This design comes from an exercise in tuning for small area and a short achievable clock period on the open sky130 flow, not from production work.
In this exercise RTL edits were held to simulation tests only and were not proved equivalent to the original.
Power and IR drop assume default switching activity.

==> inputs of job 4715 <==
==> flow/design.v <==
`timescale 1ns/100ps
package fofb_pkg;
  typedef struct packed {
    logic                     valid;
    logic                     last;    
    logic [32-1:0] value;
  } setpoint_beat_t;
  typedef struct packed {
    logic                   req;
    logic [11-1:0] length;   
  } tx_request_t;
  typedef struct packed {
    logic ack;
    logic strobe;   
    logic warn;     
  } tx_status_t;
  typedef struct packed {
    logic       ready;    
    logic       strobe;
    logic [7:0] data;
  } rx_byte_t;
  typedef union packed {
    logic [0:6-1][7:0] bytes;
    struct packed {
      logic [15:0]              supply;
      logic [32-1:0] value;
    } fields;
  } supply_record_u;
  typedef struct packed {
    logic                     valid;
    logic [7:0]               supply;
    logic [32-1:0] value;
  } rx_record_t;
endpackage
`timescale 1ns/100ps
module setpoint_stash (
  input  logic                       ethClk,
  input  logic                       arst_n,
  input  logic                       beat_valid,
  input  logic                       beat_last,
  input  logic [32-1:0]   beat_value,
  input  logic                       rd_done,    
  input  logic                       sent,
  output logic                       pending,
  output logic [32-1:0]   head,
  output logic [6:0]                 len_half    
);
  localparam int VALUE_W = 32;
  localparam int DEPTH   = 32;
  logic [DEPTH*VALUE_W-1:0] words;    
  logic [4:0]               cnt;      
  logic                     toss;     
  logic                     accept;
  logic                     align;
  logic                     auto_r;   
  logic                     shift;
  logic                     pending_nx;
  logic [4:0]               cnt_nx;
  assign accept = beat_valid && !toss && !pending;
  assign align  = pending && (cnt[3:0] != 4'd0);
  assign shift  = accept || auto_r;
  assign head = cnt[4] ? words[16*VALUE_W +: VALUE_W] : words[0 +: VALUE_W];
  always_ff @(posedge ethClk) begin
    if (shift) begin
      words <= {beat_value, words[DEPTH*VALUE_W-1:VALUE_W]};
    end
  end
  always_ff @(posedge ethClk) begin
    if (accept) begin
      len_half <= (cnt == 5'd0) ? 7'd9 : len_half + 7'd3;
    end
  end
  always_comb begin
    pending_nx = pending;
    if (sent) begin
      pending_nx = 1'b0;
    end else if (accept && beat_last) begin
      pending_nx = 1'b1;
    end
    cnt_nx = cnt;
    if (sent) begin
      cnt_nx = '0;
    end else if (accept || align) begin
      cnt_nx = cnt + 1'b1;
    end
  end
  always_ff @(posedge ethClk or negedge arst_n) begin
    if (!arst_n) begin
      cnt     <= '0;
      toss    <= 1'b0;
      pending <= 1'b0;
      auto_r  <= 1'b0;
    end else begin
      pending <= pending_nx;
      cnt     <= cnt_nx;
      auto_r  <= (pending_nx && (cnt_nx[3:0] != 4'd0)) || rd_done;
      if (beat_valid) begin
        if (toss) begin
          if (beat_last) begin
            toss <= 1'b0;
          end
        end else if (pending) begin
          if (!beat_last) begin
            toss <= 1'b1;
          end
        end
      end
    end
  end
endmodule
`timescale 1ns/100ps
module setpoint_tx (
  input  logic                         ethClk,
  input  logic                         arst_n,
  input  logic                         pending,
  input  logic [32-1:0]     head,
  output logic                         rd_done,
  output logic                         sent,
  input  logic [4-1:0]       readback_cmd,
  output logic                         tx_req,
  input  logic                         tx_ack,
  input  logic                         tx_strobe,
  input  logic                         tx_warn,
  output logic [7:0]                   data_tx,
  output logic [64-1:0]     nonce
);
  logic       busy;
  logic       in_hdr;    
  logic [3:0] npos;      
  logic [4:0] sidx;      
  logic [7:0] cur;       
  logic       is_cmd;    
  logic [7:0] nxt;
  logic       step;
  logic       start;
  logic [6:0] ones;      
  logic [7:0] carry;     
  assign step    = busy && tx_strobe && tx_warn;
  assign rd_done = step && !in_hdr && (npos == 4'd5);
  assign start   = !busy && pending && !sent;
  always_comb begin
    nxt = 8'h00;
    if (in_hdr) begin
      if (npos[3] || npos[2]) begin
        if (npos != 4'd12) begin
          case ({npos[3], npos[1:0]})
            3'd0:    nxt = nonce[63:56];
            3'd1:    nxt = nonce[55:48];
            3'd2:    nxt = nonce[47:40];
            3'd3:    nxt = nonce[39:32];
            3'd4:    nxt = nonce[31:24];
            3'd5:    nxt = nonce[23:16];
            3'd6:    nxt = nonce[15:8];
            default: nxt = nonce[7:0];
          endcase
        end
      end else if (npos[1:0] == 2'd1) begin
        nxt = 16'h7631 & 8'hff;
      end
    end else begin
      if (npos[2] || npos[1]) begin
        if (npos != 4'd6) begin
          case ({~npos[1], npos[0]})
            2'd0:    nxt = head[31:24];
            2'd1:    nxt = head[23:16];
            2'd2:    nxt = head[15:8];
            default: nxt = head[7:0];
          endcase
        end
      end else begin
        nxt = {3'b000, sidx};
      end
    end
  end
  assign data_tx = {cur[7:4], cur[3:0] | (is_cmd ? readback_cmd : 4'h0)};
  always_comb begin
    carry[0] = 1'b1;
    for (int k = 1; k < 8; k++) begin
      carry[k] = carry[k-1] && ones[k-1];
    end
  end
  always_ff @(posedge ethClk or negedge arst_n) begin
    if (!arst_n) begin
      busy   <= 1'b0;
      sent   <= 1'b0;
      tx_req <= 1'b0;
      nonce  <= '0;
      ones   <= '0;
    end else begin
      sent <= 1'b0;
      for (int k = 0; k < 7; k++) begin
        ones[k] <= &nonce[8*k +: 8];
      end
      if (busy) begin
        if (tx_ack) begin
          tx_req <= 1'b0;
        end
        if (tx_strobe && !tx_warn) begin
          busy <= 1'b0;   
          sent <= 1'b1;
        end
      end else if (start) begin
        busy   <= 1'b1;
        tx_req <= 1'b1;
        for (int k = 0; k < 8; k++) begin
          nonce[8*k +: 8] <= nonce[8*k +: 8] + {7'd0, carry[k]};
        end
      end
    end
  end
  always_ff @(posedge ethClk) begin
    if (!busy) begin
      in_hdr <= 1'b1;
      npos   <= 4'd1;
      sidx   <= '0;
      cur    <= 16'h7631 >> 8;
      is_cmd <= 1'b0;
    end else if (step) begin
      cur    <= nxt;
      is_cmd <= in_hdr && (npos == 4'd3);
      if (in_hdr) begin
        if (npos == 4'(12)) begin
          in_hdr <= 1'b0;
          npos   <= 4'd1;
        end else begin
          npos <= npos + 1'b1;
        end
      end else if (npos == 4'(6)) begin
        npos <= 4'd1;
        sidx <= sidx + 1'b1;
      end else begin
        npos <= npos + 1'b1;
      end
    end
  end
endmodule
`timescale 1ns/100ps
module readback_rx (
  input  logic                       ethClk,
  input  logic                       arst_n,
  input  logic                       rx_ready,
  input  logic                       rx_strobe,
  input  logic [7:0]                 rx_data,
  input  logic [4-1:0]     readback_cmd,
  input  logic [64-1:0]   nonce,
  output logic                       record_valid,
  output logic [7:0]                 record_supply,
  output logic [32-1:0]   record_value,
  output logic                       hdr_bad
);
  logic       in_hdr;
  logic [3:0] pos;
  logic [7:0] expect_b;
  logic       bad;
  logic       rec_end;
  logic [31:0] held;     
  logic [7:0]  last_b;   
  always_comb begin
    if (pos[3] || pos[2]) begin
      case ({pos[3], pos[1:0]})
        3'd0:    expect_b = nonce[63:56];
        3'd1:    expect_b = nonce[55:48];
        3'd2:    expect_b = nonce[47:40];
        3'd3:    expect_b = nonce[39:32];
        3'd4:    expect_b = nonce[31:24];
        3'd5:    expect_b = nonce[23:16];
        3'd6:    expect_b = nonce[15:8];
        default: expect_b = nonce[7:0];
      endcase
    end else begin
      case (pos[1:0])
        2'd0:    expect_b = 16'h7631 >> 8;
        2'd1:    expect_b = 16'h7631 & 8'hff;
        2'd2:    expect_b = 8'h00;
        default: expect_b = {4'h0, readback_cmd};
      endcase
    end
  end
  assign bad     = (in_hdr || pos == 4'd0) && (rx_data != (in_hdr ? expect_b : 8'h00));
  assign rec_end = !in_hdr && pos == 4'(6 - 1);
  always_ff @(posedge ethClk or negedge arst_n) begin
    if (!arst_n) begin
      in_hdr       <= 1'b1;
      pos          <= '0;
      record_valid <= 1'b0;
      hdr_bad      <= 1'b0;
    end else begin
      record_valid <= 1'b0;
      if (rx_ready) begin
        in_hdr  <= 1'b1;
        pos     <= '0;
        hdr_bad <= 1'b0;
      end else if (rx_strobe) begin
        if (bad) begin
          hdr_bad <= 1'b1;
        end
        if (in_hdr && pos == 4'(12 - 1)) begin
          in_hdr <= 1'b0;
          pos    <= '0;
        end else if (rec_end) begin
          pos          <= '0;
          record_valid <= 1'b1;
        end else begin
          pos <= pos + 1'b1;
        end
      end
    end
  end
  always_ff @(posedge ethClk) begin
    last_b <= rx_data;
    if (rx_strobe && !rec_end) begin
      held <= {held[23:0], rx_data};
    end
  end
  assign record_supply = held[31:24];
  assign record_value  = {held[23:0], last_b};
endmodule
`timescale 1ns/100ps
module fofb_link (
  input  logic                       ethClk,
  input  logic                       arst_n,
  input  logic                       beat_valid,
  input  logic                       beat_last,
  input  logic [32-1:0]   beat_value,
  input  logic [4-1:0]     readback_cmd,
  input  logic                       tx_ack,
  input  logic                       tx_strobe,
  input  logic                       tx_warn,
  input  logic                       rx_ready,
  input  logic                       rx_strobe,
  input  logic [7:0]                 rx_data,
  output logic                       tx_req,
  output logic [11-1:0]     tx_length,
  output logic [7:0]                 data_tx,
  output logic                       record_valid,
  output logic [7:0]                 record_supply,
  output logic [32-1:0]   record_value,
  output logic                       hdr_bad
);
  logic                     pending;
  logic                     sent;
  logic                     rd_done;
  logic [32-1:0] head;
  logic [6:0]               len_half;
  logic [64-1:0] nonce;    
  assign tx_length = {3'b000, len_half, 1'b0};
  setpoint_stash u_stash (
    .ethClk     (ethClk),
    .arst_n     (arst_n),
    .beat_valid (beat_valid),
    .beat_last  (beat_last),
    .beat_value (beat_value),
    .rd_done    (rd_done),
    .sent       (sent),
    .pending    (pending),
    .head       (head),
    .len_half   (len_half)
  );
  setpoint_tx u_tx (
    .ethClk       (ethClk),
    .arst_n       (arst_n),
    .pending      (pending),
    .head         (head),
    .rd_done     (rd_done),
    .sent         (sent),
    .readback_cmd (readback_cmd),
    .tx_req       (tx_req),
    .tx_ack       (tx_ack),
    .tx_strobe    (tx_strobe),
    .tx_warn      (tx_warn),
    .data_tx      (data_tx),
    .nonce        (nonce)
  );
  readback_rx u_rx (
    .ethClk        (ethClk),
    .arst_n        (arst_n),
    .rx_ready      (rx_ready),
    .rx_strobe     (rx_strobe),
    .rx_data       (rx_data),
    .readback_cmd  (readback_cmd),
    .nonce         (nonce),
    .record_valid  (record_valid),
    .record_supply (record_supply),
    .record_value  (record_value),
    .hdr_bad       (hdr_bad)
  );
endmodule
==> flow/flow/run.sh <==
#!/bin/bash
# Standard layout, with every port buffered by a plain buffer (buf_1) in
# place of the delay cell buffer_ports picks by default.
set -euo pipefail
bash standard.sh "BUFFER_PORTS_ARGS=-buffer_cell sky130_fd_sc_hd__buf_1" finish > standard_flow.log 2>&1
==> flow/standard.sh <==
#!/bin/bash
# synth_recipe.tcl (not shown) runs the flow's synth.tcl, then flattens the netlist and writes it again
# the make line also repeats each setting of config.mk as NAME=value (left out here)
make -C /OpenROAD-flow-scripts/flow DESIGN_CONFIG=/design/flow/config.mk WORK_HOME=/design/flow/orfs CLKGATE_MAP_FILE= SYNTH_SCRIPT=/design/flow/synth_recipe.tcl "${@:-finish}"
==> flow/config.mk <==
export PLATFORM = sky130hd
export DESIGN_NAME = fofb_link
export DESIGN_NICKNAME = fofb_link
export VERILOG_FILES = /design/flow/design.v
export SDC_FILE = /design/flow/constraint.sdc
export NUM_CORES = 4
export LEC_CHECK = 0
export CAP_MARGIN = 20
export CORE_MARGIN = 2
export CORE_UTILIZATION = 70
export CTS_CLUSTER_DIAMETER = 100
export CTS_CLUSTER_SIZE = 30
export SETUP_SLACK_MARGIN = 2.6
export SLEW_MARGIN = 20
==> flow/constraint.sdc <==
create_clock -name core_clock -period 5.0 [get_ports {ethClk}]
set_input_delay 1.0000 -clock core_clock [delete_from_list [all_inputs] [get_ports {ethClk}]]
set_output_delay 1.0000 -clock core_clock [all_outputs]
set_load 0.01 [all_outputs]
==> inputs of job 8793, as changes to job 4715 <==
==> flow/flow/run.sh (replaced) <==
#!/bin/bash
# Standard layout, with every port buffered by a plain buffer (buf_1) in
# place of the delay cell buffer_ports picks by default, and the command
# input pins placed beside the data output pins they drive combinationally.
set -euo pipefail
here=$(pwd)
bash standard.sh "BUFFER_PORTS_ARGS=-buffer_cell sky130_fd_sc_hd__buf_1" \
  "IO_CONSTRAINTS=$here/flow/io.tcl" finish > standard_flow.log 2>&1
==> flow/flow/io.tcl (new file) <==
# Keep the command inputs next to the data outputs they reach through one gate.
set_io_pin_constraint -group -order -pin_names {data_tx[0] readback_cmd[0] data_tx[1] readback_cmd[1] data_tx[2] readback_cmd[2] data_tx[3] readback_cmd[3]}
CORE_UTILIZATION = 82   (was 70)
==> inputs of job 3399, as changes to job 4715 <==
==> flow/run.sh (new file) <==
#!/bin/bash
# synth_recipe.tcl (not shown) runs the flow's synth.tcl, then flattens the netlist and writes it again
# the make line also repeats each setting of config.mk as NAME=value (left out here)
make -C /OpenROAD-flow-scripts/flow DESIGN_CONFIG=/design/flow/config.mk WORK_HOME=/design/flow/orfs CLKGATE_MAP_FILE= SYNTH_SCRIPT=/design/flow/synth_recipe.tcl finish
CORE_UTILIZATION = 60   (was 70)
CTS_CLUSTER_DIAMETER = default   (was 100)
CTS_CLUSTER_SIZE = default   (was 30)
removed: flow/flow/run.sh
removed: flow/standard.sh
==> comparison <==
In sequential power, job 4715 and job 3399 hardly differ.
Between job 4715 and job 3399, the lower count of clock-buffer cells in the layout is in job 4715 (gap 70).
Job 4715 ran to the end with no violations. Job 3399 finished clean. Job 8793 ended with an error in detailed placement on DPL-0033.
Against job 3399, the final cell count of job 4715 is smaller by 9.6%.
Of job 3399 and job 4715, job 3399 has the higher via count (gap 5.0%, measured against job 4715).
Against job 3399, the die area of job 4715 is lower by about 14%.

[static timing again, ports no longer ideal]
Ports are ideal in the flow. The routed layouts listed here were re-timed in OpenROAD.
Step 1, drivers: a clkbuf_16 drives ethClk and a buf_2 each remaining input, both assumed.
Step 2 also shifts input and output timing later by t, the mid clock arrival at the registers, as if the neighbouring blocks saw the same clock.
a / b / c = no drivers / after step 1 / after step 2; a / b = the first two.
| run | t, ns | setup WS [ns] | worst slew at a driven data input, ns |
|---|---|---|---|
| job 4715 | 0.676 | 2.549 / 2.507 / 2.114 | 0.06 |
| job 3399 | 0.708 | 2.533 / 2.487 / 2.082 | 0.06 |
After both steps setup and hold are still met in every run listed. For job 3399, which loses most, drivers alone change the setup slack by -0.046 ns; drivers and shift together by -0.451 ns.
